Source: an optimization exercise on an open RTL-to-GDS flow (aim: small area, a short achievable clock period and few clock cycles per item). Production flows keep margins and buffers that such runs may drop. No functional check of the RTL was part of this run. Power figures rest on the tool's default switching activity, not on a simulated workload.

==> flow/design.v <==
`default_nettype none
package rv_isa_pkg;
    localparam int XLEN     = 32;    
    localparam int REG_AW   = 5;     
    localparam int NUM_REGS = 32;    
    localparam logic [6:0] OP     = 7'b0110011;    
    localparam logic [6:0] OP_IMM = 7'b0010011;    
    localparam logic [6:0] LUI    = 7'b0110111;
    localparam logic [6:0] LOAD   = 7'b0000011;
    localparam logic [6:0] STORE  = 7'b0100011;
    localparam logic [2:0] F3_ADD_SUB = 3'b000;
    localparam logic [2:0] F3_SLL     = 3'b001;
    localparam logic [2:0] F3_SLT     = 3'b010;
    localparam logic [2:0] F3_SLTU    = 3'b011;
    localparam logic [2:0] F3_XOR     = 3'b100;
    localparam logic [2:0] F3_SR      = 3'b101;    
    localparam logic [2:0] F3_OR      = 3'b110;
    localparam logic [2:0] F3_AND     = 3'b111;
    localparam logic [2:0] F3_LW_SW   = 3'b010;    
    localparam logic [3:0] ALU_ADD    = 4'b0000;
    localparam logic [3:0] ALU_SLL    = 4'b0001;
    localparam logic [3:0] ALU_SLT    = 4'b0010;
    localparam logic [3:0] ALU_SLTU   = 4'b0011;
    localparam logic [3:0] ALU_XOR    = 4'b0100;
    localparam logic [3:0] ALU_SRL    = 4'b0101;
    localparam logic [3:0] ALU_OR     = 4'b0110;
    localparam logic [3:0] ALU_AND    = 4'b0111;
    localparam logic [3:0] ALU_SUB    = 4'b1000;
    localparam logic [3:0] ALU_SRA    = 4'b1101;
    localparam logic [3:0] ALU_PASS_B = 4'b1111;     
    localparam logic [31:0] NOP_INST = 32'h0000_0013;    
endpackage : rv_isa_pkg
`default_nettype wire
`default_nettype none
package rv_pipe_pkg;
    typedef struct packed {
        logic        valid;
        logic [31:0] inst;
        logic [31:0] pc;
    } if_id_t;
    typedef struct packed {
        logic        valid;
        logic [4:0]  rs1;         
        logic [4:0]  rs2;
        logic [4:0]  rd;
        logic        we;          
        logic        is_load;
        logic        is_store;
        logic [3:0]  alu_op;
        logic        use_imm;     
        logic [31:0] rs1_data;
        logic [31:0] rs2_data;
        logic [31:0] imm;
    } id_ex_t;
    typedef struct packed {
        logic        valid;
        logic [4:0]  rd;
        logic        we;
        logic        is_load;
        logic        is_store;
        logic [31:0] result;       
        logic [31:0] store_data;   
    } ex_ma_t;
    typedef struct packed {
        logic        we;
        logic [4:0]  rd;
        logic [31:0] data;
    } wb_t;
    localparam logic [1:0] FWD_NONE = 2'b00;
    localparam logic [1:0] FWD_MA   = 2'b01;
    localparam logic [1:0] FWD_WB   = 2'b10;
endpackage : rv_pipe_pkg
`default_nettype wire
`timescale 1ns/100ps
`default_nettype none
module riscv_small #(
    parameter logic [31:0] RESET_PC = '0
) (
    input  logic        clk,
    input  logic        rst_n,
    input  logic        inst_ready,    
    input  logic [31:0] inst_data,
    output logic [31:0] inst_addr,
    output logic        inst_rd_en,
    input  logic        data_ready,    
    input  logic [31:0] data_rd,
    output logic        data_rd_en,
    output logic        data_wr_en,
    output logic [31:0] data_wr,
    output logic [31:0] data_addr
);
    localparam int FD = 3;             
    logic [31:2] pc;
    logic        rd_en_q;              
    logic [31:0] fq [FD];              
    logic [FD:0] fv;                   
    logic [FD:0] fvp;                  
    logic        e_we, e_ld, e_st;     
    logic [4:0]  e_rd;
    logic [31:0] e_a, e_b;             
    logic [11:0] e_simm;               
    logic        e_faM, e_faW, e_fbM, e_fbW;
    logic        e_sub, e_sadd, e_sslt, e_ssltu, e_ssh, e_left, e_arith;
    logic        e_sxor, e_sor, e_sand;
    logic        m_we, m_rden, m_wren;
    logic [4:0]  m_rd;
    logic [31:0] m_res, m_sd;
    logic        w_we;
    logic [4:0]  w_rd;
    logic [31:0] w_data;
    logic [31:0] rf [1:31];
    logic stall, hold, d_go, cons, acc;
    assign stall = (m_rden | m_wren) & !data_ready;
    assign inst_addr  = {pc, 2'b00};
    assign inst_rd_en = rd_en_q;
    assign acc = rd_en_q & inst_ready & (!fv[FD-1] | cons);
    assign fvp        = {fv[FD-1:0], 1'b1};
    always_ff @(posedge clk or negedge rst_n) begin
        if (!rst_n) begin
            pc      <= RESET_PC[31:2];
            rd_en_q <= 1'b0;
            fv      <= '0;
        end else begin
            rd_en_q <= 1'b1;
            if (acc)
                pc <= pc + 30'd1;
            for (int i = 0; i < FD; i++) begin
                if (cons)
                    fv[i] <= fv[i+1] | (acc & fv[i]);
                else
                    fv[i] <= fv[i] | (acc & fvp[i]);
            end
        end
    end
    always_ff @(posedge clk) begin
        for (int i = 0; i < FD; i++) begin
            if (cons)
                fq[i] <= (i + 1 < FD && fv[i+1]) ? fq[(i+1) % FD] : inst_data;
            else if (!fv[i])
                fq[i] <= inst_data;
        end
    end
    logic [31:0] inst;
    logic [6:0]  opc;
    logic [2:0]  f3;
    logic [4:0]  rs1, rs2, rd;
    logic        is_op, is_opi, is_lui, is_ld, is_st, is_alu;
    logic        use1, use2, d_we;
    logic [31:0] r1, r2, imm;
    assign inst   = fq[0];
    assign opc    = inst[6:0];
    assign f3     = inst[14:12];
    assign rs1    = inst[19:15];
    assign rs2    = inst[24:20];
    assign rd     = inst[11:7];
    assign is_op  = opc == 7'b0110011;
    assign is_opi = opc == 7'b0010011;
    assign is_lui = opc == 7'b0110111;
    assign is_ld  = opc == 7'b0000011 && f3 == 3'b010;
    assign is_st  = opc == 7'b0100011 && f3 == 3'b010;
    assign is_alu = is_op | is_opi;
    assign use1   = is_alu | is_ld | is_st;
    assign use2   = is_op | is_st;
    assign d_we   = (is_alu | is_lui | is_ld) && rd != 5'd0;
    function automatic logic [31:0] rf_read(input logic [4:0] idx);
        rf_read = '0;
        for (int i = 1; i < 32; i++)
            if (idx == 5'(i))
                rf_read = rf[i];
        if (w_we && w_rd == idx)
            rf_read = w_data;                       
    endfunction
    assign r1  = rf_read(rs1);
    assign r2  = rf_read(rs2);
    assign imm = is_lui ? {inst[31:12], 12'b0} : {{20{inst[31]}}, inst[31:20]};
    assign hold = e_ld && e_we && ((use1 && e_rd == rs1) || (use2 && e_rd == rs2));
    assign d_go = !stall && !hold;
    assign cons = fv[0] && d_go;
    logic faM, fbM;
    assign faM = use1 && e_we && e_rd == rs1;
    assign fbM = use2 && e_we && e_rd == rs2;
    always_ff @(posedge clk or negedge rst_n) begin
        if (!rst_n) begin
            e_we <= 1'b0;
            e_ld <= 1'b0;
            e_st <= 1'b0;
        end else if (!stall) begin
            e_we <= fv[0] && !hold && d_we;
            e_ld <= fv[0] && !hold && is_ld;
            e_st <= fv[0] && !hold && is_st;
        end
    end
    always_ff @(posedge clk) begin
        if (!stall) begin
            e_rd    <= rd;
            e_a     <= is_lui ? 32'd0 : r1;
            e_b     <= use2 ? r2 : imm;
            e_simm  <= {inst[31:25], inst[11:7]};
            e_faM   <= faM;
            e_faW   <= use1 && m_we && m_rd == rs1 && !faM;
            e_fbM   <= fbM;
            e_fbW   <= use2 && m_we && m_rd == rs2 && !fbM;
            e_sub   <= (is_op && f3 == 3'b000 && inst[30]) || (is_alu && f3[2:1] == 2'b01);
            e_sadd  <= !is_alu || f3 == 3'b000;
            e_sslt  <= is_alu && f3 == 3'b010;
            e_ssltu <= is_alu && f3 == 3'b011;
            e_ssh   <= is_alu && f3[1:0] == 2'b01;
            e_left  <= !f3[2];
            e_arith <= inst[30];
            e_sxor  <= is_alu && f3 == 3'b100;
            e_sor   <= is_alu && f3 == 3'b110;
            e_sand  <= is_alu && f3 == 3'b111;
        end
    end
    logic [31:0] op_a, rs2v, op_b, bx, sum, shin, shr, shres, res;
    logic        cout, slt, sltu;
    assign op_a = e_faM ? m_res : (e_faW ? w_data : e_a);
    assign rs2v = e_fbM ? m_res : (e_fbW ? w_data : e_b);
    assign op_b = e_st ? {{20{e_simm[11]}}, e_simm} : rs2v;
    assign bx          = op_b ^ {32{e_sub}};
    assign {cout, sum} = {1'b0, op_a} + {1'b0, bx} + {32'd0, e_sub};
    assign slt         = (op_a[31] ^ op_b[31]) ? op_a[31] : sum[31];
    assign sltu        = !cout;
    always_comb begin
        for (int i = 0; i < 32; i++)
            shin[i] = e_left ? op_a[31-i] : op_a[i];
    end
    assign shr = $unsigned($signed({e_arith & !e_left & op_a[31], shin}) >>> op_b[4:0]);
    always_comb begin
        for (int i = 0; i < 32; i++)
            shres[i] = e_left ? shr[31-i] : shr[i];
    end
    assign res = ({32{e_sadd}} & sum)
               | {31'd0, (e_sslt & slt) | (e_ssltu & sltu)}
               | ({32{e_ssh}}  & shres)
               | ({32{e_sxor}} & (op_a ^ op_b))
               | ({32{e_sor}}  & (op_a | op_b))
               | ({32{e_sand}} & (op_a & op_b));
    always_ff @(posedge clk or negedge rst_n) begin
        if (!rst_n) begin
            m_we   <= 1'b0;
            m_rden <= 1'b0;
            m_wren <= 1'b0;
        end else if (!stall) begin
            m_we   <= e_we;
            m_rden <= e_ld;
            m_wren <= e_st;
        end
    end
    always_ff @(posedge clk) begin
        if (!stall) begin
            m_rd  <= e_rd;
            m_res <= res;
            m_sd  <= rs2v;
        end
    end
    assign data_addr  = m_res;
    assign data_wr    = m_sd;
    assign data_rd_en = m_rden;
    assign data_wr_en = m_wren;
    always_ff @(posedge clk or negedge rst_n) begin
        if (!rst_n)
            w_we <= 1'b0;
        else if (!stall)
            w_we <= m_we;
    end
    always_ff @(posedge clk) begin
        if (!stall) begin
            w_rd   <= m_rd;
            w_data <= m_rden ? data_rd : m_res;
        end
    end
    always_ff @(posedge clk) begin
        for (int i = 1; i < 32; i++)
            if (w_we && w_rd == 5'(i))
                rf[i] <= w_data;
    end
endmodule
`default_nettype wire
==> flow/run.sh <==
#!/bin/bash
# synth_recipe.tcl (not shown) runs the flow's synth.tcl, then flattens the netlist and writes it again
# the make line also repeats each setting of config.mk as NAME=value (left out here)
make -C /OpenROAD-flow-scripts/flow DESIGN_CONFIG=/design/flow/config.mk WORK_HOME=/design/flow/orfs CLKGATE_MAP_FILE= SYNTH_SCRIPT=/design/flow/synth_recipe.tcl finish
==> flow/config.mk <==
export PLATFORM = sky130hd
export DESIGN_NAME = riscv_small
export DESIGN_NICKNAME = riscv_small
export VERILOG_FILES = /design/flow/design.v
export SDC_FILE = /design/flow/constraint.sdc
export NUM_CORES = 4
export LEC_CHECK = 0
export CAP_MARGIN = 20
export CORE_MARGIN = 2
export CORE_UTILIZATION = 40
export SLEW_MARGIN = 20
==> flow/constraint.sdc <==
create_clock -name core_clock -period 8.0 [get_ports {clk}]
set_input_delay 1.6000 -clock core_clock [delete_from_list [all_inputs] [get_ports {clk}]]
set_output_delay 1.6000 -clock core_clock [all_outputs]
set_load 0.01 [all_outputs]
==> summary.txt <==
-- metal layers --
metal  up-vias  track usage (%)  share of wire (%)
li1      22360                -                  -
met1     27450            42.01                 38
met2      4350            48.28                 44
met3       863            8.483                 12
met4        14            15.49                5.7
met5         -                0              0.031
-- placed cells by master (no fill, tap or decap), types with 151 or more instances in the layout --
| master | count |
|---|---|
| edfxtp_1 | 1219 |
| nand2_1 | 398 |
| a21oi_1 | 391 |
| o21ai_0 | 371 |
| nor2_1 | 309 |
| o22ai_1 | 234 |
| buf_4 | 230 |
| mux2i_1 | 208 |
| a22oi_1 | 171 |
| clkdlybuf4s50_1 | 163 |
| inv_1 | 151 |
-- final cells by class --
class	count	area (um^2)	share of cell area (%)
clock inverter	73	748.2	0.9837
tap	2189	2739	3.601
timing repair buffer	402	3571	4.695
antenna	2	5.005	0.006580
clock buffer	191	3938	5.177
sequential	1324	38910	51.16
inverter	162	615.6	0.8093
multi-input combinational	3700	25530	33.57
-- power by group --
group | total [mW] | internal (mW) | switching (mW)
Clock | 6.71 | 3.79 | 2.92
Combinational | 3.56 | 1.06 | 2.49
Sequential | 9.01 | 8.58 | 0.428
-- critical path, stage by stage, from the launching register on --
cell and delay, ns:
dfrtp_1 0.91, nor2_1 0.20, a221o_1 0.34, buf_4 0.27, xnor2_1 0.26, inv_1 0.09
fa_1 0.45, nor2b_1 0.18, o221ai_1 0.27, a21bo_2 0.31, a31oi_1 0.42, a41oi_1 0.43
o21ai_0 0.48, a31oi_1 0.18, o2111a_1 0.26, a311o_1 0.27
-- sequential cells by signal (all words and copies together) (netlist names), 3 cells and up --
signal  count
w_rd        5
e_b        32
m_res      32
e_a        32
rf        992
fq         96
w_data     32
pc         30
fv          3
e_rd        4
m_sd       32
m_rd        5
e_simm      8
-- worst paths after layout --
path | depth (start not counted) | end
min in group asynchronous | 1 | e_ld
hold / removal | 2 | fq[2][27]
max in group asynchronous | 1 | pc[17]
setup / recovery | 15 | m_res[0]
hold reg to reg | 2 | fq[2][27]
setup reg to reg | 15 | m_res[0]
-- cell families after synthesis --
kind of cell / after synthesis / synth area share (%)
AO/OA/AOI/OAI: 1908 / 19.32
XOR/XNOR: 118 / 1.559
flip-flops: 1324 / 58.70
buffers and inverters: 568 / 3.388
AND/OR/NAND/NOR: 1173 / 8.026
multiplexers: 401 / 7.152
other: 2 / 0.01133
adder cells (fa/ha/maj): 97 / 1.842
-- stage by stage --
stage | utilization, % | cells | area (um^2) | hold slack, ns | setup WS [ns]
2_1_floorplan | - | 5592 | 66290 | 0.4169 | 0.3882
3_3_place_gp | 43.20 | 7771 | 71200 | 0.4350 | 2.633
3_5_place_dp | 43.20 | 7771 | 71200 | 0.4444 | 2.540
4_1_cts | 46.05 | 8035 | 75880 | 0.4576 | 2.488
5_1_grt | 46.15 | 8041 | 76060 | 0.4769 | 2.173
6_report | 46.15 | 8043 | 76060 | 0.4538 | 2.398
==> impl_metrics.json <==
{
  "finalCritPeriodShare_pct": 70.02,
  "dr.pass1.iters": 8,
  "ys_seq_elements": 1324,
  "cp-startpoint": "e_st",
  "routed_via_density": 6.843,
  "core.rowCount": 149,
  "synth_edf_count": 1219,
  "final_antenna_net_count": 0,
  "outcome": "complete, no violations",
  "setup-violations-final": 0,
  "hold_buffers": 0,
  "period_needed_ns": 5.602,
  "yosys_warnings": 3,
  "dieArea_um2": 169000,
  "crit_fanout": 29,
  "rr_startpoint": "e_st",
  "async_flop_share_pct": 3.097,
  "fmax_ghz": 0.1785,
  "cts_setup_buffers": 0,
  "drive_gt1_share_pct": 12.66,
  "io_pins": 167,
  "grt_usage_pct": 31.75,
  "drc": 0,
  "area_growth_pct": 14.75,
  "die_w_um": 411.1,
  "die_h_um": 411.1,
  "required_ns": 8.53,
  "tritoncts": "yes",
  "synth.most_common_cell": "edfxtp_1",
  "fin_nets": 5901,
  "portBuffers": 164,
  "insertion_delay_ns": 0.83,
  "synthTopCellsByCount": "1219 x edfxtp_1, 398 x nand2_1, 392 x a21oi_1",
  "fp.coreArea_um2": 164800,
  "clk_pin_slew_ns": 0.05,
  "vias": 55040,
  "irDropWorstVdd_mv": 0.2279,
  "initial_core_util_pct": 40.22,
  "tightest_slew_ns": 1.282,
  "grt_max_degree": 137,
  "regToRegSetupSlack_ns": 2.40,
  "setup_tns_ns": 0,
  "grt_overflow": 0,
  "critical_path_arrival_ns": 6.13,
  "ctsHtreeMaxLevel": 4,
  "yosys.area.top_type": "edfxtp_1",
  "max_slew_margin_pct": 13.61,
  "cts_buffer_depth": 3,
  "post_cts_resized": 0,
  "dp.final_hpwl_um": 188200,
  "syn_area_um2": 66280,
  "synth_top_area_share_pct": 55.22,
  "syn_inst": 5591,
  "finalWeightedCongestion": 0.9871,
  "avgSynthCellArea_um2": 11.86,
  "clock-sinks": 1324,
  "nFillCells": 14880,
  "drt-total-wl_um": 277400,
  "wl_per_cell_um": 34.49,
  "rsz0062_at_grt": "no",
  "crit_type": "reg -> reg",
  "grt_pass1_wl_um": 386500,
  "clock_skew_ns": 0.04932,
  "first_global_vias": 52040,
  "maxSlewViolCount": 0,
  "root_buffer": "clkbuf_16",
  "synth_area_leaders": "edfxtp_1 55%, mux2i_1 3.1%, a21oi_1 3.0%, o21ai_0 2.8%, mux2_2 2.3%",
  "yosysUniqueCellTypes": 103,
  "hold_violations": 0,
  "ys_seq_area_share_pct": 58.70,
  "end_kind": "flop",
  "hold_class": "reg -> reg",
  "power.density_nw_per_um2": 253.4,
  "hold_start": "fq[2][27]",
  "antenna_found_initial": 8,
  "crit_path_start_kind": "flop",
  "cts-buffers-inserted": 146,
  "cap_violations": 0,
  "ys.flop_type": "edfxtp_1",
  "p_total_mw": 19.27,
  "power_leakage_nw": 25.98,
  "drt_first_iter_violations": 9706
}

## separate check: timing with driven ports
The results above use ideal ports. As a check the final layout listed here was re-extracted and re-timed, cells and wires unchanged. Step 1, drivers: a clkbuf_16 drives clk and a buf_2 each remaining input, both assumed. Step 2 also shifts input and output timing later by t, the mid clock arrival at the registers, as if the neighbouring blocks saw the same clock. a / b / c = no drivers / after step 1 / after step 2; a / b = the first two.
t, ns: 0.895
setup slack, ns: 2.398 / 2.398 / 2.398
worst setup path at the end: register to register
latest minus earliest clock arrival (ns): 0.058 / 0.057
After both steps setup and hold are still met in this run. For this run, drivers alone change the setup slack by 0.000 ns; drivers and shift together by 0.000 ns.
